Background: an optimization exercise with open tools, aiming at small area and a short achievable clock period. Do not read the settings as production practice. Function was checked by simulation only, so behaviour that the tests miss may differ from the original.

==> flow/design.v <==
module groove_sample_scheduler #(
    parameter int DEPTH = 4
) (
    input  logic        clk,
    input  logic        reset,
    input  logic        sync_start,
    input  logic [31:0] sig_time,
    input  logic        dir,
    input  logic [31:0] afll_ltr,
    input  logic [31:0] afll_rtl,
    input  logic        pos_valid,
    output logic        pos_ready,
    input  logic [15:0] pos_in,
    output logic        fire,
    output logic [31:0] fire_time,
    output logic        missed,
    output logic        busy
);
    localparam int AW = $clog2(DEPTH);
    localparam logic [AW:0] FULL = (AW+1)'(DEPTH);
    logic               started, st_m1, st_m2, st_wait, st_fire;
    logic               first, can_push;
    logic [15:0]        mem [DEPTH];
    logic [AW-1:0]      wr_ptr, rd_ptr;
    logic [AW:0]        count, count_nx;
    logic [31:0]        base, dur, durn, target;
    logic [5:0]         dg_nx;
    logic [2:0]         b_one, b_two, b_neg;
    logic               c5;
    logic               xg, yg;      
    logic [31:0]        cr;
    logic               push, pop, st_ready, hit, m1_nx, m2_nx, wait_nx, fire_nx;
    logic [15:0]        head;
    logic [3:0]         head_nx;
    logic [31:0]        x, y;
    logic [37:0]        r;
    logic signed [31:0] d;
    assign st_ready  = started && !(st_m1 || st_m2 || st_wait || st_fire);
    assign pos_ready = can_push && !sync_start;
    assign push      = pos_valid && pos_ready;
    assign pop       = st_ready && (count != 0) && !sync_start;
    assign fire      = st_fire;
    assign fire_time = target;
    assign head    = mem[rd_ptr];
    assign head_nx = (push && wr_ptr == rd_ptr) ? pos_in[3:0] : head[3:0];
    assign dg_nx   = st_m1 ? {~head[15], head[14:10]} : pop ? head[9:4] : {head_nx, 2'b00};
    assign x = xg ? target : 32'd0;
    assign y = yg ? base : 32'd0;
    assign dur = ~durn;    
    assign cr = c5 ? dur : 32'd0;
    wire pp1 = (((b_one[0] & dur[0])) ^ b_neg[0]);
    wire pp2 = (((b_one[0] & dur[1]) | (b_two[0] & dur[0])) ^ b_neg[0]);
    wire pp3 = (((b_one[0] & dur[2]) | (b_two[0] & dur[1])) ^ b_neg[0]);
    wire pp4 = (((b_one[0] & dur[3]) | (b_two[0] & dur[2])) ^ b_neg[0]);
    wire pp5 = (((b_one[0] & dur[4]) | (b_two[0] & dur[3])) ^ b_neg[0]);
    wire pp6 = (((b_one[0] & dur[5]) | (b_two[0] & dur[4])) ^ b_neg[0]);
    wire pp7 = (((b_one[0] & dur[6]) | (b_two[0] & dur[5])) ^ b_neg[0]);
    wire pp8 = (((b_one[0] & dur[7]) | (b_two[0] & dur[6])) ^ b_neg[0]);
    wire pp9 = (((b_one[0] & dur[8]) | (b_two[0] & dur[7])) ^ b_neg[0]);
    wire pp10 = (((b_one[0] & dur[9]) | (b_two[0] & dur[8])) ^ b_neg[0]);
    wire pp11 = (((b_one[0] & dur[10]) | (b_two[0] & dur[9])) ^ b_neg[0]);
    wire pp12 = (((b_one[0] & dur[11]) | (b_two[0] & dur[10])) ^ b_neg[0]);
    wire pp13 = (((b_one[0] & dur[12]) | (b_two[0] & dur[11])) ^ b_neg[0]);
    wire pp14 = (((b_one[0] & dur[13]) | (b_two[0] & dur[12])) ^ b_neg[0]);
    wire pp15 = (((b_one[0] & dur[14]) | (b_two[0] & dur[13])) ^ b_neg[0]);
    wire pp16 = (((b_one[0] & dur[15]) | (b_two[0] & dur[14])) ^ b_neg[0]);
    wire pp17 = (((b_one[0] & dur[16]) | (b_two[0] & dur[15])) ^ b_neg[0]);
    wire pp18 = (((b_one[0] & dur[17]) | (b_two[0] & dur[16])) ^ b_neg[0]);
    wire pp19 = (((b_one[0] & dur[18]) | (b_two[0] & dur[17])) ^ b_neg[0]);
    wire pp20 = (((b_one[0] & dur[19]) | (b_two[0] & dur[18])) ^ b_neg[0]);
    wire pp21 = (((b_one[0] & dur[20]) | (b_two[0] & dur[19])) ^ b_neg[0]);
    wire pp22 = (((b_one[0] & dur[21]) | (b_two[0] & dur[20])) ^ b_neg[0]);
    wire pp23 = (((b_one[0] & dur[22]) | (b_two[0] & dur[21])) ^ b_neg[0]);
    wire pp24 = (((b_one[0] & dur[23]) | (b_two[0] & dur[22])) ^ b_neg[0]);
    wire pp25 = (((b_one[0] & dur[24]) | (b_two[0] & dur[23])) ^ b_neg[0]);
    wire pp26 = (((b_one[0] & dur[25]) | (b_two[0] & dur[24])) ^ b_neg[0]);
    wire pp27 = (((b_one[0] & dur[26]) | (b_two[0] & dur[25])) ^ b_neg[0]);
    wire pp28 = (((b_one[0] & dur[27]) | (b_two[0] & dur[26])) ^ b_neg[0]);
    wire pp29 = (((b_one[0] & dur[28]) | (b_two[0] & dur[27])) ^ b_neg[0]);
    wire pp30 = (((b_one[0] & dur[29]) | (b_two[0] & dur[28])) ^ b_neg[0]);
    wire pp31 = (((b_one[0] & dur[30]) | (b_two[0] & dur[29])) ^ b_neg[0]);
    wire pp32 = (((b_one[0] & dur[31]) | (b_two[0] & dur[30])) ^ b_neg[0]);
    wire pp33 = (((b_two[0] & dur[31])) ^ b_neg[0]);
    wire pp34 = (((b_one[1] & dur[0])) ^ b_neg[1]);
    wire pp35 = (((b_one[1] & dur[1]) | (b_two[1] & dur[0])) ^ b_neg[1]);
    wire pp36 = (((b_one[1] & dur[2]) | (b_two[1] & dur[1])) ^ b_neg[1]);
    wire pp37 = (((b_one[1] & dur[3]) | (b_two[1] & dur[2])) ^ b_neg[1]);
    wire pp38 = (((b_one[1] & dur[4]) | (b_two[1] & dur[3])) ^ b_neg[1]);
    wire pp39 = (((b_one[1] & dur[5]) | (b_two[1] & dur[4])) ^ b_neg[1]);
    wire pp40 = (((b_one[1] & dur[6]) | (b_two[1] & dur[5])) ^ b_neg[1]);
    wire pp41 = (((b_one[1] & dur[7]) | (b_two[1] & dur[6])) ^ b_neg[1]);
    wire pp42 = (((b_one[1] & dur[8]) | (b_two[1] & dur[7])) ^ b_neg[1]);
    wire pp43 = (((b_one[1] & dur[9]) | (b_two[1] & dur[8])) ^ b_neg[1]);
    wire pp44 = (((b_one[1] & dur[10]) | (b_two[1] & dur[9])) ^ b_neg[1]);
    wire pp45 = (((b_one[1] & dur[11]) | (b_two[1] & dur[10])) ^ b_neg[1]);
    wire pp46 = (((b_one[1] & dur[12]) | (b_two[1] & dur[11])) ^ b_neg[1]);
    wire pp47 = (((b_one[1] & dur[13]) | (b_two[1] & dur[12])) ^ b_neg[1]);
    wire pp48 = (((b_one[1] & dur[14]) | (b_two[1] & dur[13])) ^ b_neg[1]);
    wire pp49 = (((b_one[1] & dur[15]) | (b_two[1] & dur[14])) ^ b_neg[1]);
    wire pp50 = (((b_one[1] & dur[16]) | (b_two[1] & dur[15])) ^ b_neg[1]);
    wire pp51 = (((b_one[1] & dur[17]) | (b_two[1] & dur[16])) ^ b_neg[1]);
    wire pp52 = (((b_one[1] & dur[18]) | (b_two[1] & dur[17])) ^ b_neg[1]);
    wire pp53 = (((b_one[1] & dur[19]) | (b_two[1] & dur[18])) ^ b_neg[1]);
    wire pp54 = (((b_one[1] & dur[20]) | (b_two[1] & dur[19])) ^ b_neg[1]);
    wire pp55 = (((b_one[1] & dur[21]) | (b_two[1] & dur[20])) ^ b_neg[1]);
    wire pp56 = (((b_one[1] & dur[22]) | (b_two[1] & dur[21])) ^ b_neg[1]);
    wire pp57 = (((b_one[1] & dur[23]) | (b_two[1] & dur[22])) ^ b_neg[1]);
    wire pp58 = (((b_one[1] & dur[24]) | (b_two[1] & dur[23])) ^ b_neg[1]);
    wire pp59 = (((b_one[1] & dur[25]) | (b_two[1] & dur[24])) ^ b_neg[1]);
    wire pp60 = (((b_one[1] & dur[26]) | (b_two[1] & dur[25])) ^ b_neg[1]);
    wire pp61 = (((b_one[1] & dur[27]) | (b_two[1] & dur[26])) ^ b_neg[1]);
    wire pp62 = (((b_one[1] & dur[28]) | (b_two[1] & dur[27])) ^ b_neg[1]);
    wire pp63 = (((b_one[1] & dur[29]) | (b_two[1] & dur[28])) ^ b_neg[1]);
    wire pp64 = (((b_one[1] & dur[30]) | (b_two[1] & dur[29])) ^ b_neg[1]);
    wire pp65 = (((b_one[1] & dur[31]) | (b_two[1] & dur[30])) ^ b_neg[1]);
    wire pp66 = (((b_two[1] & dur[31])) ^ b_neg[1]);
    wire pp67 = (((b_one[2] & dur[0])) ^ b_neg[2]);
    wire pp68 = (((b_one[2] & dur[1]) | (b_two[2] & dur[0])) ^ b_neg[2]);
    wire pp69 = (((b_one[2] & dur[2]) | (b_two[2] & dur[1])) ^ b_neg[2]);
    wire pp70 = (((b_one[2] & dur[3]) | (b_two[2] & dur[2])) ^ b_neg[2]);
    wire pp71 = (((b_one[2] & dur[4]) | (b_two[2] & dur[3])) ^ b_neg[2]);
    wire pp72 = (((b_one[2] & dur[5]) | (b_two[2] & dur[4])) ^ b_neg[2]);
    wire pp73 = (((b_one[2] & dur[6]) | (b_two[2] & dur[5])) ^ b_neg[2]);
    wire pp74 = (((b_one[2] & dur[7]) | (b_two[2] & dur[6])) ^ b_neg[2]);
    wire pp75 = (((b_one[2] & dur[8]) | (b_two[2] & dur[7])) ^ b_neg[2]);
    wire pp76 = (((b_one[2] & dur[9]) | (b_two[2] & dur[8])) ^ b_neg[2]);
    wire pp77 = (((b_one[2] & dur[10]) | (b_two[2] & dur[9])) ^ b_neg[2]);
    wire pp78 = (((b_one[2] & dur[11]) | (b_two[2] & dur[10])) ^ b_neg[2]);
    wire pp79 = (((b_one[2] & dur[12]) | (b_two[2] & dur[11])) ^ b_neg[2]);
    wire pp80 = (((b_one[2] & dur[13]) | (b_two[2] & dur[12])) ^ b_neg[2]);
    wire pp81 = (((b_one[2] & dur[14]) | (b_two[2] & dur[13])) ^ b_neg[2]);
    wire pp82 = (((b_one[2] & dur[15]) | (b_two[2] & dur[14])) ^ b_neg[2]);
    wire pp83 = (((b_one[2] & dur[16]) | (b_two[2] & dur[15])) ^ b_neg[2]);
    wire pp84 = (((b_one[2] & dur[17]) | (b_two[2] & dur[16])) ^ b_neg[2]);
    wire pp85 = (((b_one[2] & dur[18]) | (b_two[2] & dur[17])) ^ b_neg[2]);
    wire pp86 = (((b_one[2] & dur[19]) | (b_two[2] & dur[18])) ^ b_neg[2]);
    wire pp87 = (((b_one[2] & dur[20]) | (b_two[2] & dur[19])) ^ b_neg[2]);
    wire pp88 = (((b_one[2] & dur[21]) | (b_two[2] & dur[20])) ^ b_neg[2]);
    wire pp89 = (((b_one[2] & dur[22]) | (b_two[2] & dur[21])) ^ b_neg[2]);
    wire pp90 = (((b_one[2] & dur[23]) | (b_two[2] & dur[22])) ^ b_neg[2]);
    wire pp91 = (((b_one[2] & dur[24]) | (b_two[2] & dur[23])) ^ b_neg[2]);
    wire pp92 = (((b_one[2] & dur[25]) | (b_two[2] & dur[24])) ^ b_neg[2]);
    wire pp93 = (((b_one[2] & dur[26]) | (b_two[2] & dur[25])) ^ b_neg[2]);
    wire pp94 = (((b_one[2] & dur[27]) | (b_two[2] & dur[26])) ^ b_neg[2]);
    wire pp95 = (((b_one[2] & dur[28]) | (b_two[2] & dur[27])) ^ b_neg[2]);
    wire pp96 = (((b_one[2] & dur[29]) | (b_two[2] & dur[28])) ^ b_neg[2]);
    wire pp97 = (((b_one[2] & dur[30]) | (b_two[2] & dur[29])) ^ b_neg[2]);
    wire pp98 = (((b_one[2] & dur[31]) | (b_two[2] & dur[30])) ^ b_neg[2]);
    wire pp99 = (((b_two[2] & dur[31])) ^ b_neg[2]);
    wire s100 = b_neg[0] ^ x[0];
    wire c101 = b_neg[0] & x[0];
    wire s102 = x[1] ^ c101 ^ pp2;
    wire c103 = (x[1] & c101) | (x[1] & pp2) | (c101 & pp2);
    wire s104 = b_neg[1] ^ x[2] ^ pp3;
    wire c105 = (b_neg[1] & x[2]) | (b_neg[1] & pp3) | (x[2] & pp3);
    wire s106 = pp34 ^ c103 ^ s104;
    wire c107 = (pp34 & c103) | (pp34 & s104) | (c103 & s104);
    wire s108 = x[3] ^ pp4 ^ pp35;
    wire c109 = (x[3] & pp4) | (x[3] & pp35) | (pp4 & pp35);
    wire s110 = c105 ^ s108;
    wire c111 = c105 & s108;
    wire s112 = b_neg[2] ^ x[4] ^ pp5;
    wire c113 = (b_neg[2] & x[4]) | (b_neg[2] & pp5) | (x[4] & pp5);
    wire s114 = pp36 ^ pp67 ^ c109;
    wire c115 = (pp36 & pp67) | (pp36 & c109) | (pp67 & c109);
    wire s116 = s112 ^ c111 ^ s114;
    wire c117 = (s112 & c111) | (s112 & s114) | (c111 & s114);
    wire s118 = x[5] ^ pp6 ^ pp37;
    wire c119 = (x[5] & pp6) | (x[5] & pp37) | (pp6 & pp37);
    wire s120 = pp68 ^ c113 ^ s118;
    wire c121 = (pp68 & c113) | (pp68 & s118) | (c113 & s118);
    wire s122 = c115 ^ s120;
    wire c123 = c115 & s120;
    wire s124 = x[6] ^ y[0] ^ cr[0];
    wire c125 = (x[6] & y[0]) | (x[6] & cr[0]) | (y[0] & cr[0]);
    wire s126 = pp7 ^ pp38 ^ pp69;
    wire c127 = (pp7 & pp38) | (pp7 & pp69) | (pp38 & pp69);
    wire s128 = s124 ^ c119 ^ s126;
    wire c129 = (s124 & c119) | (s124 & s126) | (c119 & s126);
    wire s130 = c121 ^ s128;
    wire c131 = c121 & s128;
    wire s132 = x[7] ^ y[1] ^ cr[1];
    wire c133 = (x[7] & y[1]) | (x[7] & cr[1]) | (y[1] & cr[1]);
    wire s134 = pp8 ^ pp39 ^ pp70;
    wire c135 = (pp8 & pp39) | (pp8 & pp70) | (pp39 & pp70);
    wire s136 = c125 ^ s132 ^ c127;
    wire c137 = (c125 & s132) | (c125 & c127) | (s132 & c127);
    wire s138 = s134 ^ s136 ^ c129;
    wire c139 = (s134 & s136) | (s134 & c129) | (s136 & c129);
    wire s140 = x[8] ^ y[2] ^ cr[2];
    wire c141 = (x[8] & y[2]) | (x[8] & cr[2]) | (y[2] & cr[2]);
    wire s142 = pp9 ^ pp40 ^ pp71;
    wire c143 = (pp9 & pp40) | (pp9 & pp71) | (pp40 & pp71);
    wire s144 = c133 ^ s140 ^ c135;
    wire c145 = (c133 & s140) | (c133 & c135) | (s140 & c135);
    wire s146 = s142 ^ c137 ^ s144;
    wire c147 = (s142 & c137) | (s142 & s144) | (c137 & s144);
    wire s148 = x[9] ^ y[3] ^ cr[3];
    wire c149 = (x[9] & y[3]) | (x[9] & cr[3]) | (y[3] & cr[3]);
    wire s150 = pp10 ^ pp41 ^ pp72;
    wire c151 = (pp10 & pp41) | (pp10 & pp72) | (pp41 & pp72);
    wire s152 = c141 ^ s148 ^ c143;
    wire c153 = (c141 & s148) | (c141 & c143) | (s148 & c143);
    wire s154 = s150 ^ c145 ^ s152;
    wire c155 = (s150 & c145) | (s150 & s152) | (c145 & s152);
    wire s156 = x[10] ^ y[4] ^ cr[4];
    wire c157 = (x[10] & y[4]) | (x[10] & cr[4]) | (y[4] & cr[4]);
    wire s158 = pp11 ^ pp42 ^ pp73;
    wire c159 = (pp11 & pp42) | (pp11 & pp73) | (pp42 & pp73);
    wire s160 = c149 ^ s156 ^ c151;
    wire c161 = (c149 & s156) | (c149 & c151) | (s156 & c151);
    wire s162 = s158 ^ c153 ^ s160;
    wire c163 = (s158 & c153) | (s158 & s160) | (c153 & s160);
    wire s164 = x[11] ^ y[5] ^ cr[5];
    wire c165 = (x[11] & y[5]) | (x[11] & cr[5]) | (y[5] & cr[5]);
    wire s166 = pp12 ^ pp43 ^ pp74;
    wire c167 = (pp12 & pp43) | (pp12 & pp74) | (pp43 & pp74);
    wire s168 = c157 ^ s164 ^ c159;
    wire c169 = (c157 & s164) | (c157 & c159) | (s164 & c159);
    wire s170 = s166 ^ c161 ^ s168;
    wire c171 = (s166 & c161) | (s166 & s168) | (c161 & s168);
    wire s172 = x[12] ^ y[6] ^ cr[6];
    wire c173 = (x[12] & y[6]) | (x[12] & cr[6]) | (y[6] & cr[6]);
    wire s174 = pp13 ^ pp44 ^ pp75;
    wire c175 = (pp13 & pp44) | (pp13 & pp75) | (pp44 & pp75);
    wire s176 = c165 ^ s172 ^ c167;
    wire c177 = (c165 & s172) | (c165 & c167) | (s172 & c167);
    wire s178 = s174 ^ c169 ^ s176;
    wire c179 = (s174 & c169) | (s174 & s176) | (c169 & s176);
    wire s180 = x[13] ^ y[7] ^ cr[7];
    wire c181 = (x[13] & y[7]) | (x[13] & cr[7]) | (y[7] & cr[7]);
    wire s182 = pp14 ^ pp45 ^ pp76;
    wire c183 = (pp14 & pp45) | (pp14 & pp76) | (pp45 & pp76);
    wire s184 = c173 ^ s180 ^ c175;
    wire c185 = (c173 & s180) | (c173 & c175) | (s180 & c175);
    wire s186 = s182 ^ c177 ^ s184;
    wire c187 = (s182 & c177) | (s182 & s184) | (c177 & s184);
    wire s188 = x[14] ^ y[8] ^ cr[8];
    wire c189 = (x[14] & y[8]) | (x[14] & cr[8]) | (y[8] & cr[8]);
    wire s190 = pp15 ^ pp46 ^ pp77;
    wire c191 = (pp15 & pp46) | (pp15 & pp77) | (pp46 & pp77);
    wire s192 = c181 ^ s188 ^ c183;
    wire c193 = (c181 & s188) | (c181 & c183) | (s188 & c183);
    wire s194 = s190 ^ c185 ^ s192;
    wire c195 = (s190 & c185) | (s190 & s192) | (c185 & s192);
    wire s196 = x[15] ^ y[9] ^ cr[9];
    wire c197 = (x[15] & y[9]) | (x[15] & cr[9]) | (y[9] & cr[9]);
    wire s198 = pp16 ^ pp47 ^ pp78;
    wire c199 = (pp16 & pp47) | (pp16 & pp78) | (pp47 & pp78);
    wire s200 = c189 ^ s196 ^ c191;
    wire c201 = (c189 & s196) | (c189 & c191) | (s196 & c191);
    wire s202 = s198 ^ c193 ^ s200;
    wire c203 = (s198 & c193) | (s198 & s200) | (c193 & s200);
    wire s204 = x[16] ^ y[10] ^ cr[10];
    wire c205 = (x[16] & y[10]) | (x[16] & cr[10]) | (y[10] & cr[10]);
    wire s206 = pp17 ^ pp48 ^ pp79;
    wire c207 = (pp17 & pp48) | (pp17 & pp79) | (pp48 & pp79);
    wire s208 = c197 ^ s204 ^ c199;
    wire c209 = (c197 & s204) | (c197 & c199) | (s204 & c199);
    wire s210 = s206 ^ c201 ^ s208;
    wire c211 = (s206 & c201) | (s206 & s208) | (c201 & s208);
    wire s212 = x[17] ^ y[11] ^ cr[11];
    wire c213 = (x[17] & y[11]) | (x[17] & cr[11]) | (y[11] & cr[11]);
    wire s214 = pp18 ^ pp49 ^ pp80;
    wire c215 = (pp18 & pp49) | (pp18 & pp80) | (pp49 & pp80);
    wire s216 = c205 ^ s212 ^ c207;
    wire c217 = (c205 & s212) | (c205 & c207) | (s212 & c207);
    wire s218 = s214 ^ c209 ^ s216;
    wire c219 = (s214 & c209) | (s214 & s216) | (c209 & s216);
    wire s220 = x[18] ^ y[12] ^ cr[12];
    wire c221 = (x[18] & y[12]) | (x[18] & cr[12]) | (y[12] & cr[12]);
    wire s222 = pp19 ^ pp50 ^ pp81;
    wire c223 = (pp19 & pp50) | (pp19 & pp81) | (pp50 & pp81);
    wire s224 = c213 ^ s220 ^ c215;
    wire c225 = (c213 & s220) | (c213 & c215) | (s220 & c215);
    wire s226 = s222 ^ c217 ^ s224;
    wire c227 = (s222 & c217) | (s222 & s224) | (c217 & s224);
    wire s228 = x[19] ^ y[13] ^ cr[13];
    wire c229 = (x[19] & y[13]) | (x[19] & cr[13]) | (y[13] & cr[13]);
    wire s230 = pp20 ^ pp51 ^ pp82;
    wire c231 = (pp20 & pp51) | (pp20 & pp82) | (pp51 & pp82);
    wire s232 = c221 ^ s228 ^ c223;
    wire c233 = (c221 & s228) | (c221 & c223) | (s228 & c223);
    wire s234 = s230 ^ c225 ^ s232;
    wire c235 = (s230 & c225) | (s230 & s232) | (c225 & s232);
    wire s236 = x[20] ^ y[14] ^ cr[14];
    wire c237 = (x[20] & y[14]) | (x[20] & cr[14]) | (y[14] & cr[14]);
    wire s238 = pp21 ^ pp52 ^ pp83;
    wire c239 = (pp21 & pp52) | (pp21 & pp83) | (pp52 & pp83);
    wire s240 = c229 ^ s236 ^ c231;
    wire c241 = (c229 & s236) | (c229 & c231) | (s236 & c231);
    wire s242 = s238 ^ c233 ^ s240;
    wire c243 = (s238 & c233) | (s238 & s240) | (c233 & s240);
    wire s244 = x[21] ^ y[15] ^ cr[15];
    wire c245 = (x[21] & y[15]) | (x[21] & cr[15]) | (y[15] & cr[15]);
    wire s246 = pp22 ^ pp53 ^ pp84;
    wire c247 = (pp22 & pp53) | (pp22 & pp84) | (pp53 & pp84);
    wire s248 = c237 ^ s244 ^ c239;
    wire c249 = (c237 & s244) | (c237 & c239) | (s244 & c239);
    wire s250 = s246 ^ c241 ^ s248;
    wire c251 = (s246 & c241) | (s246 & s248) | (c241 & s248);
    wire s252 = x[22] ^ y[16] ^ cr[16];
    wire c253 = (x[22] & y[16]) | (x[22] & cr[16]) | (y[16] & cr[16]);
    wire s254 = pp23 ^ pp54 ^ pp85;
    wire c255 = (pp23 & pp54) | (pp23 & pp85) | (pp54 & pp85);
    wire s256 = c245 ^ s252 ^ c247;
    wire c257 = (c245 & s252) | (c245 & c247) | (s252 & c247);
    wire s258 = s254 ^ c249 ^ s256;
    wire c259 = (s254 & c249) | (s254 & s256) | (c249 & s256);
    wire s260 = x[23] ^ y[17] ^ cr[17];
    wire c261 = (x[23] & y[17]) | (x[23] & cr[17]) | (y[17] & cr[17]);
    wire s262 = pp24 ^ pp55 ^ pp86;
    wire c263 = (pp24 & pp55) | (pp24 & pp86) | (pp55 & pp86);
    wire s264 = c253 ^ s260 ^ c255;
    wire c265 = (c253 & s260) | (c253 & c255) | (s260 & c255);
    wire s266 = s262 ^ c257 ^ s264;
    wire c267 = (s262 & c257) | (s262 & s264) | (c257 & s264);
    wire s268 = x[24] ^ y[18] ^ cr[18];
    wire c269 = (x[24] & y[18]) | (x[24] & cr[18]) | (y[18] & cr[18]);
    wire s270 = pp25 ^ pp56 ^ pp87;
    wire c271 = (pp25 & pp56) | (pp25 & pp87) | (pp56 & pp87);
    wire s272 = c261 ^ s268 ^ c263;
    wire c273 = (c261 & s268) | (c261 & c263) | (s268 & c263);
    wire s274 = s270 ^ c265 ^ s272;
    wire c275 = (s270 & c265) | (s270 & s272) | (c265 & s272);
    wire s276 = x[25] ^ y[19] ^ cr[19];
    wire c277 = (x[25] & y[19]) | (x[25] & cr[19]) | (y[19] & cr[19]);
    wire s278 = pp26 ^ pp57 ^ pp88;
    wire c279 = (pp26 & pp57) | (pp26 & pp88) | (pp57 & pp88);
    wire s280 = c269 ^ s276 ^ c271;
    wire c281 = (c269 & s276) | (c269 & c271) | (s276 & c271);
    wire s282 = s278 ^ c273 ^ s280;
    wire c283 = (s278 & c273) | (s278 & s280) | (c273 & s280);
    wire s284 = x[26] ^ y[20] ^ cr[20];
    wire c285 = (x[26] & y[20]) | (x[26] & cr[20]) | (y[20] & cr[20]);
    wire s286 = pp27 ^ pp58 ^ pp89;
    wire c287 = (pp27 & pp58) | (pp27 & pp89) | (pp58 & pp89);
    wire s288 = c277 ^ s284 ^ c279;
    wire c289 = (c277 & s284) | (c277 & c279) | (s284 & c279);
    wire s290 = s286 ^ c281 ^ s288;
    wire c291 = (s286 & c281) | (s286 & s288) | (c281 & s288);
    wire s292 = x[27] ^ y[21] ^ cr[21];
    wire c293 = (x[27] & y[21]) | (x[27] & cr[21]) | (y[21] & cr[21]);
    wire s294 = pp28 ^ pp59 ^ pp90;
    wire c295 = (pp28 & pp59) | (pp28 & pp90) | (pp59 & pp90);
    wire s296 = c285 ^ s292 ^ c287;
    wire c297 = (c285 & s292) | (c285 & c287) | (s292 & c287);
    wire s298 = s294 ^ c289 ^ s296;
    wire c299 = (s294 & c289) | (s294 & s296) | (c289 & s296);
    wire s300 = x[28] ^ y[22] ^ cr[22];
    wire c301 = (x[28] & y[22]) | (x[28] & cr[22]) | (y[22] & cr[22]);
    wire s302 = pp29 ^ pp60 ^ pp91;
    wire c303 = (pp29 & pp60) | (pp29 & pp91) | (pp60 & pp91);
    wire s304 = c293 ^ s300 ^ c295;
    wire c305 = (c293 & s300) | (c293 & c295) | (s300 & c295);
    wire s306 = s302 ^ c297 ^ s304;
    wire c307 = (s302 & c297) | (s302 & s304) | (c297 & s304);
    wire s308 = x[29] ^ y[23] ^ cr[23];
    wire c309 = (x[29] & y[23]) | (x[29] & cr[23]) | (y[23] & cr[23]);
    wire s310 = pp30 ^ pp61 ^ pp92;
    wire c311 = (pp30 & pp61) | (pp30 & pp92) | (pp61 & pp92);
    wire s312 = c301 ^ s308 ^ c303;
    wire c313 = (c301 & s308) | (c301 & c303) | (s308 & c303);
    wire s314 = s310 ^ c305 ^ s312;
    wire c315 = (s310 & c305) | (s310 & s312) | (c305 & s312);
    wire s316 = x[30] ^ y[24] ^ cr[24];
    wire c317 = (x[30] & y[24]) | (x[30] & cr[24]) | (y[24] & cr[24]);
    wire s318 = pp31 ^ pp62 ^ pp93;
    wire c319 = (pp31 & pp62) | (pp31 & pp93) | (pp62 & pp93);
    wire s320 = c309 ^ s316 ^ c311;
    wire c321 = (c309 & s316) | (c309 & c311) | (s316 & c311);
    wire s322 = s318 ^ c313 ^ s320;
    wire c323 = (s318 & c313) | (s318 & s320) | (c313 & s320);
    wire s324 = x[31] ^ y[25] ^ cr[25];
    wire c325 = (x[31] & y[25]) | (x[31] & cr[25]) | (y[25] & cr[25]);
    wire s326 = pp32 ^ pp63 ^ pp94;
    wire c327 = (pp32 & pp63) | (pp32 & pp94) | (pp63 & pp94);
    wire s328 = c317 ^ s324 ^ c319;
    wire c329 = (c317 & s324) | (c317 & c319) | (s324 & c319);
    wire s330 = s326 ^ c321 ^ s328;
    wire c331 = (s326 & c321) | (s326 & s328) | (c321 & s328);
    wire s332 = y[26] ^ cr[26] ^ pp33;
    wire c333 = (y[26] & cr[26]) | (y[26] & pp33) | (cr[26] & pp33);
    wire s334 = pp64 ^ pp95 ^ c325;
    wire c335 = (pp64 & pp95) | (pp64 & c325) | (pp95 & c325);
    wire s336 = c327 ^ s332 ^ s334;
    wire c337 = (c327 & s332) | (c327 & s334) | (s332 & s334);
    wire s338 = c329 ^ s336;
    wire c339 = c329 & s336;
    wire s340 = 1'b1 ^ ~b_neg[0] ^ y[27];
    wire c341 = (1'b1 & ~b_neg[0]) | (1'b1 & y[27]) | (~b_neg[0] & y[27]);
    wire s342 = cr[27] ^ pp65 ^ pp96;
    wire c343 = (cr[27] & pp65) | (cr[27] & pp96) | (pp65 & pp96);
    wire s344 = s340 ^ c333 ^ c335;
    wire c345 = (s340 & c333) | (s340 & c335) | (c333 & c335);
    wire s346 = s342 ^ s344 ^ c337;
    wire c347 = (s342 & s344) | (s342 & c337) | (s344 & c337);
    wire s348 = 1'b1 ^ y[28] ^ cr[28];
    wire c349 = (1'b1 & y[28]) | (1'b1 & cr[28]) | (y[28] & cr[28]);
    wire s350 = pp66 ^ pp97 ^ c341;
    wire c351 = (pp66 & pp97) | (pp66 & c341) | (pp97 & c341);
    wire s352 = s348 ^ c343 ^ s350;
    wire c353 = (s348 & c343) | (s348 & s350) | (c343 & s350);
    wire s354 = c345 ^ s352;
    wire c355 = c345 & s352;
    wire s356 = ~b_neg[1] ^ y[29] ^ cr[29];
    wire c357 = (~b_neg[1] & y[29]) | (~b_neg[1] & cr[29]) | (y[29] & cr[29]);
    wire s358 = pp98 ^ c349 ^ s356;
    wire c359 = (pp98 & c349) | (pp98 & s356) | (c349 & s356);
    wire s360 = c351 ^ s358 ^ c353;
    wire c361 = (c351 & s358) | (c351 & c353) | (s358 & c353);
    wire s362 = 1'b1 ^ y[30] ^ cr[30];
    wire c363 = (1'b1 & y[30]) | (1'b1 & cr[30]) | (y[30] & cr[30]);
    wire s364 = pp99 ^ c357 ^ s362;
    wire c365 = (pp99 & c357) | (pp99 & s362) | (c357 & s362);
    wire s366 = c359 ^ s364;
    wire c367 = c359 & s364;
    wire s368 = ~b_neg[2] ^ y[31] ^ cr[31];
    wire s369 = c363 ^ s368 ^ c365;
    wire g370 = pp1 & s100;
    wire g371 = s102 & 1'b0;
    wire g372 = s106 & 1'b0;
    wire g373 = c107 & s110;
    wire g374 = s116 & 1'b0;
    wire g375 = c117 & s122;
    wire g376 = c123 & s130;
    wire g377 = c131 & s138;
    wire g378 = c139 & s146;
    wire g379 = c147 & s154;
    wire g380 = c155 & s162;
    wire g381 = c163 & s170;
    wire g382 = c171 & s178;
    wire g383 = c179 & s186;
    wire g384 = c187 & s194;
    wire g385 = c195 & s202;
    wire g386 = c203 & s210;
    wire g387 = c211 & s218;
    wire g388 = c219 & s226;
    wire g389 = c227 & s234;
    wire g390 = c235 & s242;
    wire g391 = c243 & s250;
    wire g392 = c251 & s258;
    wire g393 = c259 & s266;
    wire g394 = c267 & s274;
    wire g395 = c275 & s282;
    wire g396 = c283 & s290;
    wire g397 = c291 & s298;
    wire g398 = c299 & s306;
    wire g399 = c307 & s314;
    wire g400 = c315 & s322;
    wire g401 = c323 & s330;
    wire g402 = c331 & s338;
    wire g403 = c339 & s346;
    wire g404 = c347 & s354;
    wire g405 = c355 & s360;
    wire g406 = c361 & s366;
    wire g407 = c367 & s369;
    wire p408 = pp1 ^ s100;
    wire p409 = s102 ^ 1'b0;
    wire p410 = s106 ^ 1'b0;
    wire p411 = c107 ^ s110;
    wire p412 = s116 ^ 1'b0;
    wire p413 = c117 ^ s122;
    wire p414 = c123 ^ s130;
    wire p415 = c131 ^ s138;
    wire p416 = c139 ^ s146;
    wire p417 = c147 ^ s154;
    wire p418 = c155 ^ s162;
    wire p419 = c163 ^ s170;
    wire p420 = c171 ^ s178;
    wire p421 = c179 ^ s186;
    wire p422 = c187 ^ s194;
    wire p423 = c195 ^ s202;
    wire p424 = c203 ^ s210;
    wire p425 = c211 ^ s218;
    wire p426 = c219 ^ s226;
    wire p427 = c227 ^ s234;
    wire p428 = c235 ^ s242;
    wire p429 = c243 ^ s250;
    wire p430 = c251 ^ s258;
    wire p431 = c259 ^ s266;
    wire p432 = c267 ^ s274;
    wire p433 = c275 ^ s282;
    wire p434 = c283 ^ s290;
    wire p435 = c291 ^ s298;
    wire p436 = c299 ^ s306;
    wire p437 = c307 ^ s314;
    wire p438 = c315 ^ s322;
    wire p439 = c323 ^ s330;
    wire p440 = c331 ^ s338;
    wire p441 = c339 ^ s346;
    wire p442 = c347 ^ s354;
    wire p443 = c355 ^ s360;
    wire p444 = c361 ^ s366;
    wire p445 = c367 ^ s369;
    wire g446 = g371 | (p409 & g370);
    wire p447 = p409 & p408;
    wire g448 = g373 | (p411 & g372);
    wire p449 = p411 & p410;
    wire g450 = g375 | (p413 & g374);
    wire p451 = p413 & p412;
    wire g452 = g377 | (p415 & g376);
    wire p453 = p415 & p414;
    wire g454 = g379 | (p417 & g378);
    wire p455 = p417 & p416;
    wire g456 = g381 | (p419 & g380);
    wire p457 = p419 & p418;
    wire g458 = g383 | (p421 & g382);
    wire p459 = p421 & p420;
    wire g460 = g385 | (p423 & g384);
    wire p461 = p423 & p422;
    wire g462 = g387 | (p425 & g386);
    wire p463 = p425 & p424;
    wire g464 = g389 | (p427 & g388);
    wire p465 = p427 & p426;
    wire g466 = g391 | (p429 & g390);
    wire p467 = p429 & p428;
    wire g468 = g393 | (p431 & g392);
    wire p469 = p431 & p430;
    wire g470 = g395 | (p433 & g394);
    wire p471 = p433 & p432;
    wire g472 = g397 | (p435 & g396);
    wire p473 = p435 & p434;
    wire g474 = g399 | (p437 & g398);
    wire p475 = p437 & p436;
    wire g476 = g401 | (p439 & g400);
    wire p477 = p439 & p438;
    wire g478 = g403 | (p441 & g402);
    wire p479 = p441 & p440;
    wire g480 = g405 | (p443 & g404);
    wire p481 = p443 & p442;
    wire g482 = g407 | (p445 & g406);
    wire p483 = p445 & p444;
    wire g484 = g372 | (p410 & g446);
    wire p485 = p410 & p447;
    wire g486 = g448 | (p449 & g446);
    wire p487 = p449 & p447;
    wire g488 = g376 | (p414 & g450);
    wire p489 = p414 & p451;
    wire g490 = g452 | (p453 & g450);
    wire p491 = p453 & p451;
    wire g492 = g380 | (p418 & g454);
    wire p493 = p418 & p455;
    wire g494 = g456 | (p457 & g454);
    wire p495 = p457 & p455;
    wire g496 = g384 | (p422 & g458);
    wire p497 = p422 & p459;
    wire g498 = g460 | (p461 & g458);
    wire p499 = p461 & p459;
    wire g500 = g388 | (p426 & g462);
    wire p501 = p426 & p463;
    wire g502 = g464 | (p465 & g462);
    wire p503 = p465 & p463;
    wire g504 = g392 | (p430 & g466);
    wire p505 = p430 & p467;
    wire g506 = g468 | (p469 & g466);
    wire p507 = p469 & p467;
    wire g508 = g396 | (p434 & g470);
    wire p509 = p434 & p471;
    wire g510 = g472 | (p473 & g470);
    wire p511 = p473 & p471;
    wire g512 = g400 | (p438 & g474);
    wire p513 = p438 & p475;
    wire g514 = g476 | (p477 & g474);
    wire p515 = p477 & p475;
    wire g516 = g404 | (p442 & g478);
    wire p517 = p442 & p479;
    wire g518 = g480 | (p481 & g478);
    wire p519 = p481 & p479;
    wire g520 = g374 | (p412 & g486);
    wire p521 = p412 & p487;
    wire g522 = g450 | (p451 & g486);
    wire p523 = p451 & p487;
    wire g524 = g488 | (p489 & g486);
    wire p525 = p489 & p487;
    wire g526 = g490 | (p491 & g486);
    wire p527 = p491 & p487;
    wire g528 = g382 | (p420 & g494);
    wire p529 = p420 & p495;
    wire g530 = g458 | (p459 & g494);
    wire p531 = p459 & p495;
    wire g532 = g496 | (p497 & g494);
    wire p533 = p497 & p495;
    wire g534 = g498 | (p499 & g494);
    wire p535 = p499 & p495;
    wire g536 = g390 | (p428 & g502);
    wire p537 = p428 & p503;
    wire g538 = g466 | (p467 & g502);
    wire p539 = p467 & p503;
    wire g540 = g504 | (p505 & g502);
    wire p541 = p505 & p503;
    wire g542 = g506 | (p507 & g502);
    wire p543 = p507 & p503;
    wire g544 = g398 | (p436 & g510);
    wire p545 = p436 & p511;
    wire g546 = g474 | (p475 & g510);
    wire p547 = p475 & p511;
    wire g548 = g512 | (p513 & g510);
    wire p549 = p513 & p511;
    wire g550 = g514 | (p515 & g510);
    wire p551 = p515 & p511;
    wire g552 = g406 | (p444 & g518);
    wire p553 = p444 & p519;
    wire g554 = g482 | (p483 & g518);
    wire p555 = p483 & p519;
    wire g556 = g378 | (p416 & g526);
    wire p557 = p416 & p527;
    wire g558 = g454 | (p455 & g526);
    wire p559 = p455 & p527;
    wire g560 = g492 | (p493 & g526);
    wire p561 = p493 & p527;
    wire g562 = g494 | (p495 & g526);
    wire p563 = p495 & p527;
    wire g564 = g528 | (p529 & g526);
    wire p565 = p529 & p527;
    wire g566 = g530 | (p531 & g526);
    wire p567 = p531 & p527;
    wire g568 = g532 | (p533 & g526);
    wire p569 = p533 & p527;
    wire g570 = g534 | (p535 & g526);
    wire p571 = p535 & p527;
    wire g572 = g394 | (p432 & g542);
    wire p573 = p432 & p543;
    wire g574 = g470 | (p471 & g542);
    wire p575 = p471 & p543;
    wire g576 = g508 | (p509 & g542);
    wire p577 = p509 & p543;
    wire g578 = g510 | (p511 & g542);
    wire p579 = p511 & p543;
    wire g580 = g544 | (p545 & g542);
    wire p581 = p545 & p543;
    wire g582 = g546 | (p547 & g542);
    wire p583 = p547 & p543;
    wire g584 = g548 | (p549 & g542);
    wire p585 = p549 & p543;
    wire g586 = g550 | (p551 & g542);
    wire p587 = p551 & p543;
    wire g588 = g386 | (p424 & g570);
    wire p589 = p424 & p571;
    wire g590 = g462 | (p463 & g570);
    wire p591 = p463 & p571;
    wire g592 = g500 | (p501 & g570);
    wire p593 = p501 & p571;
    wire g594 = g502 | (p503 & g570);
    wire p595 = p503 & p571;
    wire g596 = g536 | (p537 & g570);
    wire p597 = p537 & p571;
    wire g598 = g538 | (p539 & g570);
    wire p599 = p539 & p571;
    wire g600 = g540 | (p541 & g570);
    wire p601 = p541 & p571;
    wire g602 = g542 | (p543 & g570);
    wire p603 = p543 & p571;
    wire g604 = g572 | (p573 & g570);
    wire p605 = p573 & p571;
    wire g606 = g574 | (p575 & g570);
    wire p607 = p575 & p571;
    wire g608 = g576 | (p577 & g570);
    wire p609 = p577 & p571;
    wire g610 = g578 | (p579 & g570);
    wire p611 = p579 & p571;
    wire g612 = g580 | (p581 & g570);
    wire p613 = p581 & p571;
    wire g614 = g582 | (p583 & g570);
    wire p615 = p583 & p571;
    wire g616 = g584 | (p585 & g570);
    wire p617 = p585 & p571;
    wire g618 = g586 | (p587 & g570);
    wire p619 = p587 & p571;
    wire g620 = g402 | (p440 & g618);
    wire p621 = p440 & p619;
    wire g622 = g478 | (p479 & g618);
    wire p623 = p479 & p619;
    wire g624 = g516 | (p517 & g618);
    wire p625 = p517 & p619;
    wire g626 = g518 | (p519 & g618);
    wire p627 = p519 & p619;
    wire g628 = g552 | (p553 & g618);
    wire p629 = p553 & p619;
    wire g630 = g554 | (p555 & g618);
    wire p631 = p555 & p619;
    assign r[0] = p408;
    assign r[1] = p409 ^ g370;
    assign r[2] = p410 ^ g446;
    assign r[3] = p411 ^ g484;
    assign r[4] = p412 ^ g486;
    assign r[5] = p413 ^ g520;
    assign r[6] = p414 ^ g522;
    assign r[7] = p415 ^ g524;
    assign r[8] = p416 ^ g526;
    assign r[9] = p417 ^ g556;
    assign r[10] = p418 ^ g558;
    assign r[11] = p419 ^ g560;
    assign r[12] = p420 ^ g562;
    assign r[13] = p421 ^ g564;
    assign r[14] = p422 ^ g566;
    assign r[15] = p423 ^ g568;
    assign r[16] = p424 ^ g570;
    assign r[17] = p425 ^ g588;
    assign r[18] = p426 ^ g590;
    assign r[19] = p427 ^ g592;
    assign r[20] = p428 ^ g594;
    assign r[21] = p429 ^ g596;
    assign r[22] = p430 ^ g598;
    assign r[23] = p431 ^ g600;
    assign r[24] = p432 ^ g602;
    assign r[25] = p433 ^ g604;
    assign r[26] = p434 ^ g606;
    assign r[27] = p435 ^ g608;
    assign r[28] = p436 ^ g610;
    assign r[29] = p437 ^ g612;
    assign r[30] = p438 ^ g614;
    assign r[31] = p439 ^ g616;
    assign r[32] = p440 ^ g618;
    assign r[33] = p441 ^ g620;
    assign r[34] = p442 ^ g622;
    assign r[35] = p443 ^ g624;
    assign r[36] = p444 ^ g626;
    assign r[37] = p445 ^ g628;
    assign d   = sig_time - target;
    assign hit = !d[31];
    assign count_nx = sync_start ? '0 : count + (AW+1)'(push) - (AW+1)'(pop);
    assign m1_nx    = pop;
    assign m2_nx    = st_m1 && !sync_start;
    assign wait_nx  = (st_m2 || (st_wait && !hit)) && !sync_start;
    assign fire_nx  = st_wait && hit && !sync_start;
    always_ff @(posedge clk)
        if (push) mem[wr_ptr] <= pos_in;
    always_ff @(posedge clk) begin
        if (sync_start) begin
            base <= sig_time;
            durn <= ~(dir ? afll_rtl : afll_ltr);
        end
        if (!(st_wait || st_fire)) target <= r[37:6];
        for (int j = 0; j < 3; j++) begin
            b_neg[j] <= dg_nx[2*j+1];
            b_one[j] <= dg_nx[2*j] ^ (j == 0 ? 1'b0 : dg_nx[2*j-1]);
            b_two[j] <= dg_nx[2*j+1] ? !(dg_nx[2*j] || (j == 0 ? 1'b0 : dg_nx[2*j-1]))
                                     : (dg_nx[2*j] && (j == 0 ? 1'b0 : dg_nx[2*j-1]));
        end
        c5 <= dg_nx[5];
        first <= st_m2;
    end
    always_ff @(posedge clk or posedge reset) begin
        if (reset) begin
            started  <= 1'b0;
            can_push <= 1'b0;
            st_m1    <= 1'b0;
            st_m2    <= 1'b0;
            st_wait  <= 1'b0;
            st_fire  <= 1'b0;
            xg       <= 1'b0;
            yg       <= 1'b0;
            missed   <= 1'b0;
            busy     <= 1'b0;
            wr_ptr   <= '0;
            rd_ptr   <= '0;
            count    <= '0;
        end else begin
            started  <= started || sync_start;
            can_push <= sync_start || (started && !(!pop && (count == FULL
                                                             || (count == FULL - 1 && push))));
            count    <= count_nx;
            st_m1    <= m1_nx;
            st_m2    <= m2_nx;
            st_wait  <= wait_nx;
            st_fire  <= fire_nx;
            xg       <= m1_nx || m2_nx;
            yg       <= m2_nx;
            busy     <= !sync_start && (push || count != 0 || st_m1 || st_m2 || st_wait);
            missed   <= st_wait && hit && !sync_start && first && (sig_time != target);
            if (sync_start) begin
                wr_ptr <= '0;
                rd_ptr <= '0;
            end else begin
                if (push) wr_ptr <= wr_ptr + 1'b1;
                if (st_m1) rd_ptr <= rd_ptr + 1'b1;
            end
        end
    end
endmodule
==> flow/flow/run.sh <==
#!/bin/bash
# The standard layout (the standard.sh: ORFS synthesis, floorplan, power grid,
# placement, CTS and routing) with two changes:
#  - synthesis skips the generic ABC pass that Yosys's synth runs before the adder
#    extraction (SYNTH_ARGS=-noabc), so the full adders are extracted from the RTL's own
#    adder tree without inverters between them; the liberty-mapped ABC pass still runs,
#    and the registers are the same as the standard synthesis's;
#  - the port buffers are inserted as buf_1 cells rather than the larger cell the
#    resizer picks by default; timing repair still resizes them as needed.
set -euo pipefail
export SYNTH_ARGS="-noabc"
export BUFFER_PORTS_ARGS="-buffer_cell sky130_fd_sc_hd__buf_1"
bash standard.sh > standard.log 2>&1
==> flow/standard.sh <==
#!/bin/bash
# synth_recipe.tcl (not shown) runs the flow's synth.tcl, then flattens the netlist and writes it again
# the make line also repeats each setting of config.mk as NAME=value (left out here)
make -C /OpenROAD-flow-scripts/flow DESIGN_CONFIG=/design/flow/config.mk WORK_HOME=/design/flow/orfs CLKGATE_MAP_FILE= SYNTH_SCRIPT=/design/flow/synth_recipe.tcl "${@:-finish}"
==> flow/config.mk <==
export PLATFORM = sky130hd
export DESIGN_NAME = groove_sample_scheduler
export DESIGN_NICKNAME = groove_sample_scheduler
export VERILOG_FILES = /design/flow/design.v
export SDC_FILE = /design/flow/constraint.sdc
export NUM_CORES = 4
export LEC_CHECK = 0
export ABC_AREA = 1
export CAP_MARGIN = 20
export CORE_MARGIN = 2
export CORE_UTILIZATION = 40
export PLACE_DENSITY = 0.8
export SETUP_SLACK_MARGIN = 4.8
export SLEW_MARGIN = 20
export TNS_END_PERCENT = 100
==> flow/constraint.sdc <==
create_clock -name core_clock -period 9.0 [get_ports {clk}]
set_input_delay 1.8000 -clock core_clock [delete_from_list [all_inputs] [get_ports {clk}]]
set_output_delay 1.8000 -clock core_clock [all_outputs]
set_load 0.01 [all_outputs]
==> summary.txt, run 1 <==
outcome=finished clean; Total GRT Usage=20.4%; most frequent cells after synthesis=nand2_1, inv_1, edfxtp_1; Avg Vias per Cell=about 5.5; CTS sink count=186; detailed-route DRC error count=0; CP Capture Type=flip-flop; Final Hold Vio Count=0; top-count cell post-synth=nand2_1; initial antenna violation count=1; Fin Setup TNS=0 ns; final core occ=about 48%; largest net degree at the start of global routing=55; Initial Util=40.4%; layout cells sized above 1=around 15%; Slew HR=between 30% and 40%; Clock transition at path regs=~0.080 ns; Area contributors post-synth=edfxtp_1, fa_1, ha_1; final WL=39300 µm; IO Pins=between 150 and 200; IO Port Bufs=between 150 and 200; area leader, netlist=edfxtp_1; Die Y=193 µm; CTS tree=built; H-tree depth=4; fin crit share=48.3%; number of CTS-inserted buffers=17; die area=between 30000 and 40000 µm²; Max Root-Sink Buffers=2; grt ovf=0; Yosys warning count=1; worst reg2reg setup slack=4.66 ns; Syn Nets=about 1700; CP required=9.20 ns; # diodes=0; RSZ-0062 raised after global routing=true; mapped cell area=approximately 14000 µm²; Critical Path Fanout Max=7; prevailing post-synth register cell=edfxtp_1; worst setup path class=reg -> reg; root buffer cell=clkbuf_16; vias in the first global route=11300; Achievable Freq=~230 MHz; Cells after Synth=about 1400; final setup fails=0; row count=69; transition time of the tightest slew-check pin=0.986 ns; area fraction of the dominant cell type after synthesis=~34%; asr flop ratio synth=under 10%; Placed Instances=about 2000; Non-Filler Instances=about 2100; Syn Area/Cell=between 10 and 15 µm²; CP Launch Type=flip-flop; First-pass DRT Iterations=8; initial drt markers=between 900 and 1000; Slew Limit Fails=0; wire per inst=roughly 19 µm; WP data arrival=around 4.6 ns; post-synthesis sequential area ratio=37.8%; antenna violation net count after detailed routing=0; Clock Latency Late Sink=around 0.46 ns; die width=a little under 200 µm; crit path time final=4.34 ns; max-cap viol count=0; layout net count=roughly 1900; routability cong.=0.886; first-pass GRT wire length=58000 µm; Synth Register Bits=between 150 and 200; DR vias=11200; Setup Skew=between 0.015 and 0.02 ns; Core Area=~35000 µm²; detailed placement HPWL=roughly 26000 µm; Syn-to-layout area delta=19.3%; Netlist cell types=between 40 and 50; worst min-delay path class=reg -> reg; Post-synth EDFFs=between 150 and 200
## logic make-up (layout without fill, tap and decap cells)
| group | count (synthesis) | in the layout | share of synthesized area (%) |
|---|---|---|---|
| and+or+nand+nor | 383 | 383 | 11.2 |
| adders and majority gates | 212 | 212 | 25.3 |
| buffers and inverters | 245 | 440 | 6.70 |
| muxes | 32 | 32 | 2.24 |
| xor gates and xnor gates | 124 | 124 | 7.60 |
| DFF | 186 | 186 | 37.8 |
| AOI/OAI and AO/OA | 220 | 220 | 9.17 |
## repair_timing
item                                    CTS  global route
pin swaps                                15            19
hold buffers                              0             0
gates cloned                              6             3
endpoints found under the setup margin   31            22
setup buffers                            36            17
gates resized for setup                  78            48
## cell type report
| type | count | area [µm²] |
|---|---|---|
| Inverter | 187 | 728 |
| Tap cell | 461 | 577 |
| Timing Repair Buffer | 213 | 1220 |
| Timing Repair inverter | 8 | 57.6 |
| Clock inverter | 12 | 116 |
| Clock buffer | 20 | 468 |
| Fill cell | 3039 | 18400 |
| Sequential cell | 186 | 5440 |
| Multi-Input combinational cell | 971 | 8440 |
## worst paths after layout
check,cells past startpoint,endpoint,startpoint
max in group asynchronous,2,st_m2,reset
min in group asynchronous,2,missed,reset
min reg2reg,2,missed,first
max reg2reg,18,target[27],b_two[2]
min,2,missed,first
max,18,target[27],b_two[2]
## routing by layer
layer	wire length (µm)	up-vias	GRT usage, %	share of wire, %
li1	-	5036	-	-
met1	14900	5428	25.1	38
met2	19000	634	35.1	48
met3	3770	129	4.52	9.6
met4	1590	2	8.01	4.0
met5	12	-	0	0.031
## registers in the layout, summed over array words and instances (netlist names)
| signal | flops |
|---|---|
| target | 32 |
| first | 1 |
| st_fire | 1 |
| missed | 1 |
| b_two | 3 |
| started | 1 |
| st_m2 | 1 |
| b_neg | 3 |
| durn | 32 |
| mem | 64 |
| busy | 1 |
| rd_ptr | 2 |
| base | 32 |
| st_m1 | 1 |
| xg | 1 |
| wr_ptr | 2 |
| st_wait | 1 |
| count | 3 |
| b_one | 3 |
| can_push | 1 |
## per-stage QoR
stage | hold WS, ns | cell area (µm²) | setup slack (ns)
6_report | 0.468 | 17000 | 4.66
5_1_grt | 0.487 | 17000 | 4.56
4_1_cts | 0.466 | 16600 | 4.71
3_5_place_dp | 0.453 | 15200 | 3.67
3_3_place_gp | 0.456 | 15200 | 3.76
2_1_floorplan | 0.345 | 14300 | 4.81
## cells in the final DEF (no fill, tap or decap), types with 5 or more instances in the layout
cell / synthesis / routed
inv_1: 181 / 173
a21oi_1: 48 / 41
fa_1: 128 / 105
ha_1: 84 / 66
inv_6: 0 / 7
a21oi_2: 2 / 8
mux2i_1: 32 / 32
o22ai_2: 0 / 11
buf_4: 0 / 45
xor2_1: 116 / 114
nor3_1: 10 / 8
fa_2: 0 / 23
nand2_2: 6 / 10
xnor2_1: 8 / 8
o22ai_1: 100 / 87
o21ai_0: 43 / 41
inv_2: 6 / 7
clkbuf_16: 0 / 19
nor2_1: 101 / 93
nor2_2: 2 / 8
buf_1: 1 / 149
o221ai_1: 5 / 5
clkinvlp_4: 0 / 14
dfxtp_4: 0 / 9
buf_12: 0 / 7
dfrtp_1: 16 / 15
o211ai_1: 5 / 5
edfxtp_1: 160 / 160
nand2_1: 213 / 208
ha_4: 0 / 17
nand3_1: 31 / 31
## worst max-delay path, cell delays in order (launching register included)
cell and delay, ns:
dfxtp_4 0.40, clkinvlp_4 0.13, buf_4 0.16, clkbuf_16 0.15, o22ai_2 0.16, xor2_1 0.12
fa_2 0.37, fa_1 0.49, fa_1 0.55, ha_4 0.23, nand2_1 0.11, o21bai_1 0.13
nand2_1 0.13, nand2_2 0.12, nand3_4 0.09, a21oi_4 0.18, nand2_4 0.08, fa_2 0.34
xor2_1 0.14
==> run 2, diff against run 1 <==
--- a/flow/config.mk
+++ b/flow/config.mk
@@ -14,2 +14,2 @@
 export SLEW_MARGIN = 20
-export TNS_END_PERCENT = 100
+export TNS_END_PERCENT = 0
==> run 2 against run 1 <==
  * Cell area down 1.6%
  * Sequential share of layout area is 0.52 points higher
  * Register-to-register slack is essentially flat
  * Flip-flop and latch count is the same
  * Routed wire length shrank 3.1%
  * First-iteration DRC count grew 24%
  * Critical path depth stayed put
  * Critical path type unchanged
  * Largest cell class unchanged
==> summary.txt, run 2 <==
antenna violation net count after detailed routing=0; layout cells sized above 1=between 10% and 20%; first-pass GRT wire length=about 58000 µm; final WL=38100 µm; filler cell count=3090; worst setup path class=reg -> reg; initial antenna violation count=1; Yosys warning count=1; detailed placement HPWL=26000 µm; Synth Register Bits=approximately 190; top-count cell post-synth=nand2_1; transition time of the tightest slew-check pin=~0.98 ns; Synth Area in XOR/XNOR=around 7.6%; Slew HR=about 34%; IO Port Bufs=~150; max-cap viol count=0; detailed-route DRC error count=0; WP data arrival=~4.5 ns; prevailing post-synth register cell=edfxtp_1; wire per inst=~19 µm; CTS tree=built; RSZ-0062 raised after global routing=true; CTS sink count=between 150 and 200; Top reg by flops=mem; die width=around 190 µm; final core occ=a little under half; worst min-delay path class=reg -> reg; die area=around 37000 µm²; area fraction of the dominant cell type after synthesis=between 30% and 40%; Syn Nets=between 1500 and 2000; root buffer cell=clkbuf_16; Critical Path Fanout Max=8; Core Area=approximately 35000 µm²; Clock transition at path regs=0.08 ns; mux cell area share after synthesis=between 2 and 2.5%; H-tree depth=4; Fin Setup TNS=0 ns; Synth Area in Compound Gates=under 10%; worst reg2reg setup slack=around 4.7 ns; Setup Skew=roughly 0.015 ns; area leader, netlist=edfxtp_1; Clock Latency Late Sink=0.45 ns; crit path time final=4.34 ns; most frequent cells after synthesis=nand2_1, inv_1, edfxtp_1; Synth Area in Simple Gates=11.2%; vias in the first global route=around 11000; Max Root-Sink Buffers=2; Hold Path Depth=2; mapped cell area=approximately 14000 µm²; initial drt markers=~1100; largest family of logic cells by synthesized area=adder cells; number of CTS-inserted buffers=17; Post-synth EDFFs=160; Synth Area in Adders=roughly a quarter; beginning of the critical path=b_two[1]; Achievable Freq=around 230 MHz; Initial Util=40.4%; Slew Limit Fails=0; Cells after Synth=approximately 1400; # diodes=0; routability cong.=roughly 0.89; IO Pins=about 150; Area contributors post-synth=edfxtp_1, fa_1, ha_1; CTS hold repair buffers=0; Final Hold Vio Count=0; largest net degree at the start of global routing=55; post-synthesis sequential area ratio=37.8%; reg-to-reg startpoint=b_two[1]; outcome=finished clean; CP Capture Type=flip-flop; fin crit share=48.2%; DR vias=roughly 11000; Avg Vias per Cell=approximately 5.4; grt ovf=0; asr flop ratio synth=roughly 8.6%; First-pass DRT Iterations=6; CP Launch Type=flip-flop; FF-to-FF End=target[27]; HP Start=first; layout net count=1902; max reg flops=between 60 and 70; reg2reg path depth=18; Syn Area/Cell=~10 µm²; Total GRT Usage=slightly above 20%; commonest non-fill, non-tap cell in the layout=nand2_1; CP required=9.20 ns; most frequent cells in the layout=nand2_1, inv_1, edfxtp_1, buf_1, xor2_1; Die Y=193 µm; final setup fails=0; Syn-to-layout area delta=17.4%; Netlist cell types=44; row count=a little under 70; worst hold path endpoint=missed
-- run 2: cell counts after synthesis --
Identical to the previous run, type by type.
-- run 2: repair_timing --
action | 4_1_cts | 5_1_grt
setup endpoints to repair | 31 | 25
pin swaps | 6 | 14
gates resized for setup | 65 | 31
cloned | 6 | 0
buffers inserted | 25 | 20
-- run 2: cells by family after synthesis --
kind of cell             Yosys count
AND/OR/NAND/NOR                  383
buffers and inverters            245
AO/OA/AOI/OAI                    220
adder cells (fa/ha/maj)          212
flip-flops                       186
XOR/XNOR                         124
multiplexers                      32
-- run 2: worst max path at each step --
stage / slack, ns / end / cells after the start
floorplan: 4.81 / target[27] / 18
global placement: 3.76 / target[27] / 17
detailed placement: 3.67 / target[27] / 17
CTS: 4.69 / target[26] / 18
global route: 4.49 / target[27] / 18
finish: 4.66 / target[27] / 18
-- run 2: final cells by class --
class	count	area [µm²]	area share [%]
Multi-Input combinational cell	971	8270	49.3
Clock buffer	20	468	2.79
Inverter	187	728	4.34
Clock inverter	12	116	0.694
Timing Repair inverter	6	45.0	0.269
Tap cell	461	577	3.44
Timing Repair Buffer	204	1120	6.69
Sequential cell	186	5440	32.4
-- run 2: per-layer routing --
layer / share of wire [%] / wire length, µm / GRT usage [%]
met5: 0.042 / 16 / 0
met4: 3.9 / 1480 / 7.17
met3: 8.6 / 3290 / 4.56
met1: 39 / 14700 / 25.0
met2: 49 / 18600 / 35.0
-- run 2: through the flow --
step / hold slack [ns] / worst slack [ns] / cells / cell area [µm²]
3_5_place_dp: 0.453 / 3.67 / 1963 / 15200
6_report: 0.468 / 4.66 / 2047 / 16800
2_1_floorplan: 0.345 / 4.81 / 1402 / 14300
4_1_cts: 0.466 / 4.69 / 2026 / 16400
5_1_grt: 0.494 / 4.49 / 2047 / 16800
3_3_place_gp: 0.456 / 3.76 / 1963 / 15200
-- run 2: worst max-delay path, cell delays in order, from the launching register on --
cell and delay [ns]:
dfxtp_4 0.39, clkinvlp_4 0.22, buf_6 0.19, o22ai_2 0.16, xor2_1 0.13, fa_2 0.40
fa_1 0.47, fa_1 0.60, ha_4 0.23, nand2_1 0.06, inv_1 0.05, o21bai_1 0.12
nand2_1 0.13, nand2_2 0.12, nand3_4 0.09, a21oi_4 0.18, nand2_4 0.08, fa_2 0.33
xor2_1 0.14
==> run 3, diff against run 2 <==
--- a/flow/config.mk
+++ b/flow/config.mk
@@ -12,4 +12,4 @@
 export PLACE_DENSITY = 0.8
-export SETUP_SLACK_MARGIN = 4.8
+export SETUP_SLACK_MARGIN = 5
 export SLEW_MARGIN = 20
-export TNS_END_PERCENT = 0
+export TNS_END_PERCENT = 10
==> run 3 against run 2 <==
  * Still clean on timing, DRC and antenna
  * Cell count grew 0.54%
  * Clock skew grew 0.0036 ns
  * Critical path depth shrank 2
  * Via count grew 3.3%
  * Critical endpoint is now target[26]
==> summary.txt, run 3 <==
Top reg by flops=mem; root buffer cell=clkbuf_16; number of CTS-inserted buffers=17; vias in the first global route=11300; most frequent cells in the layout=nand2_1, inv_1, edfxtp_1, buf_1, xor2_1; slowest cell on the critical path=fa_2; Post-synth EDFFs=160; worst min-delay path class=reg -> reg; area leader, netlist=edfxtp_1; Final Hold Vio Count=0; mapped cell area=14300 µm²; worst setup path class=reg -> reg; Avg Vias per Cell=5.59; CTS hold repair buffers=0; CP Capture Type=flip-flop; Total GRT Usage=between 20% and 30%; layout net count=approximately 1900; Synth Register Bits=186; post-synthesis sequential area ratio=37.8%; crit-path max cell delay=around 0.55 ns; CTS sink count=approximately 190; row count=69; layout cells sized above 1=between 10% and 20%; Initial Util=around two fifths; Top delay family on crit path=adder cells; initial drt markers=about 1200; Max Root-Sink Buffers=2; RSZ-0062 raised after global routing=true; CP Launch Type=flip-flop; max reg flops=64; final WL=41600 µm; area fraction of the dominant cell type after synthesis=33.6%; GR Util met3=under 10%; initial antenna violation count=2; Syn Area/Cell=just over 10 µm²; max-cap viol count=0; DR vias=between 10000 and 15000; wire per inst=20.2 µm; Fin Setup TNS=0 ns; Die Y=about 190 µm; IO Pins=between 150 and 200; routability cong.=just over 0.9; Area contributors post-synth=edfxtp_1, fa_1, ha_1; WP data arrival=approximately 4.5 ns; Yosys warning count=1; commonest non-fill, non-tap cell in the layout=nand2_1; transition time of the tightest slew-check pin=1.05 ns; Global Route met2 Usage=a little under two fifths; Syn Nets=approximately 1700; Achievable Freq=~230 MHz; Bufs and invs on worst path=3; Clock Latency Late Sink=approximately 0.46 ns; fin crit share=~48%; First-pass DRT Iterations=6; most frequent cells after synthesis=nand2_1, inv_1, edfxtp_1; most frequent CP cell=fa_2; Slew Limit Fails=0; grt ovf=0; Critical Path Fanout Max=5; Slew HR=between 20% and 30%; Critical Path, Cell by Cell=buf_4 > clkinvlp_4 > buf_4 > o22ai_1 > xor2_1 > fa_2 > fa_2 > fa_1 > ha_4 > nand2_1 > nor2_2 > nand2_1 > nor2_1 > nand2_2 > nand2_2 > fa_2; H-tree depth=4; Netlist cell types=44; CP required=9.20 ns; first-pass GRT wire length=59800 µm; Syn-to-layout area delta=21.0%; prevailing post-synth register cell=edfxtp_1; Cells after Synth=around 1400; die area=~37000 µm²; antenna violation net count after detailed routing=0; Core Area=35400 µm²; detailed-route DRC error count=0; grt met1 use=25.6%; top-count cell post-synth=nand2_1; GRT busiest layer=met2; crit path time final=about 4.3 ns; outcome=finished clean; asr flop ratio synth=under 10%; die width=slightly below 200 µm; final setup fails=0; CTS tree=built; Clock transition at path regs=about 0.090 ns; Setup Skew=0.0183 ns; IO Port Bufs=152; largest net degree at the start of global routing=a little under 80; # diodes=0; detailed placement HPWL=~27000 µm
## run 3: changes by cell type in the layout (fill, tap and decap cells not counted), sizes merged
cell	previous run	this run
clkbuf	22	19
inv	190	188
clkinvlp	13	20
buf	202	211
## run 3: path summary, 6_finish.rpt
kind / from / end / slack (ns) / cells past startpoint
hold / removal: first / missed / 0.49 / 2
setup reg to reg: b_two[2] / target[26] / 4.70 / 16
max in group asynchronous: reset / st_m2 / 7.19 / 2
hold reg to reg: first / missed / 0.49 / 2
setup / recovery: b_two[2] / target[26] / 4.70 / 16
min in group asynchronous: reset / missed / 1.37 / 2
## run 3: cells by family after synthesis
family | share of synthesized area (%)
multiplexers | 2.24
AO/OA/AOI/OAI | 9.17
buffers and inverters | 6.70
flip-flops | 37.8
adder cells (fa/ha/maj) | 25.3
AND/OR/NAND/NOR | 11.2
XOR/XNOR | 7.60
## run 3: tightest hold or removal path: stages, from the launching register on
cell	delay (ns)
dfxtp_1	0.31
nand2_1	0.09
nor2_1	0.06
## run 3: cell type report
| type | count | area [µm²] |
|---|---|---|
| Inverter | 187 | 732 |
| Tap cell | 461 | 577 |
| Timing Repair inverter | 8 | 60.1 |
| Multi-Input combinational cell | 971 | 8670 |
| Fill cell | 2994 | 18100 |
| Clock buffer | 17 | 425 |
| Clock inverter | 15 | 166 |
| Timing Repair Buffer | 213 | 1210 |
| Sequential cell | 186 | 5440 |
## run 3: timing repair
item	4_1_cts	5_1_grt
setup buffers	38	16
pin swaps	31	34
gates resized for setup	89	75
gates cloned	8	0
setup endpoints to repair	32	28
## run 3: metrics by stage
step / cell area [µm²] / std cells / utilization, % / setup WS (ns) / hold WS (ns)
5_1_grt: 17300 / 2058 / 48.8 / 4.57 / 0.514
3_3_place_gp: 15300 / 1963 / 43.2 / 3.82 / 0.450
2_1_floorplan: 14400 / 1402 / - / 4.98 / 0.345
3_5_place_dp: 15300 / 1963 / 43.2 / 3.67 / 0.478
6_report: 17300 / 2058 / 48.8 / 4.70 / 0.494
4_1_cts: 16700 / 2041 / 47.2 / 4.81 / 0.493
## run 3: layer usage
layer,vias to the layer above,share of wire (%)
met2,681,49
met5,-,0.065
met1,5609,37
met3,164,9.8
met4,4,4.3
li1,5049,-

[static timing again, ports no longer ideal]
Ports are ideal in the flow. The routed layouts listed here were re-timed in OpenROAD. Step 1: set_driving_cell puts a clkbuf_16 on clk and a buf_2 on each other input, an assumption about the parent block. Step 2 moves the port delays by t, midway between the first and last clock arrival at a register: inputs arrive t later, outputs are due t later. That takes back most of the time a late clock gives input paths. Three values: ideal, step 1, step 2; two values: the first two.
run	t (ns)	slack for setup (ns)	worst register clock-pin slew, ns	worst data-port slew with drivers (ns)
run 1	0.494	4.655 / 4.655 / 4.655	0.09 / 0.09	0.08
run 2	0.492	4.662 / 4.662 / 4.662	0.08 / 0.08	0.09
run 3	0.501	4.703 / 4.703 / 4.289	0.09 / 0.09	0.12
After both steps setup and hold are still met in every run listed. For run 3, which loses most, drivers alone change the setup slack by 0.000 ns; drivers and shift together by -0.414 ns.
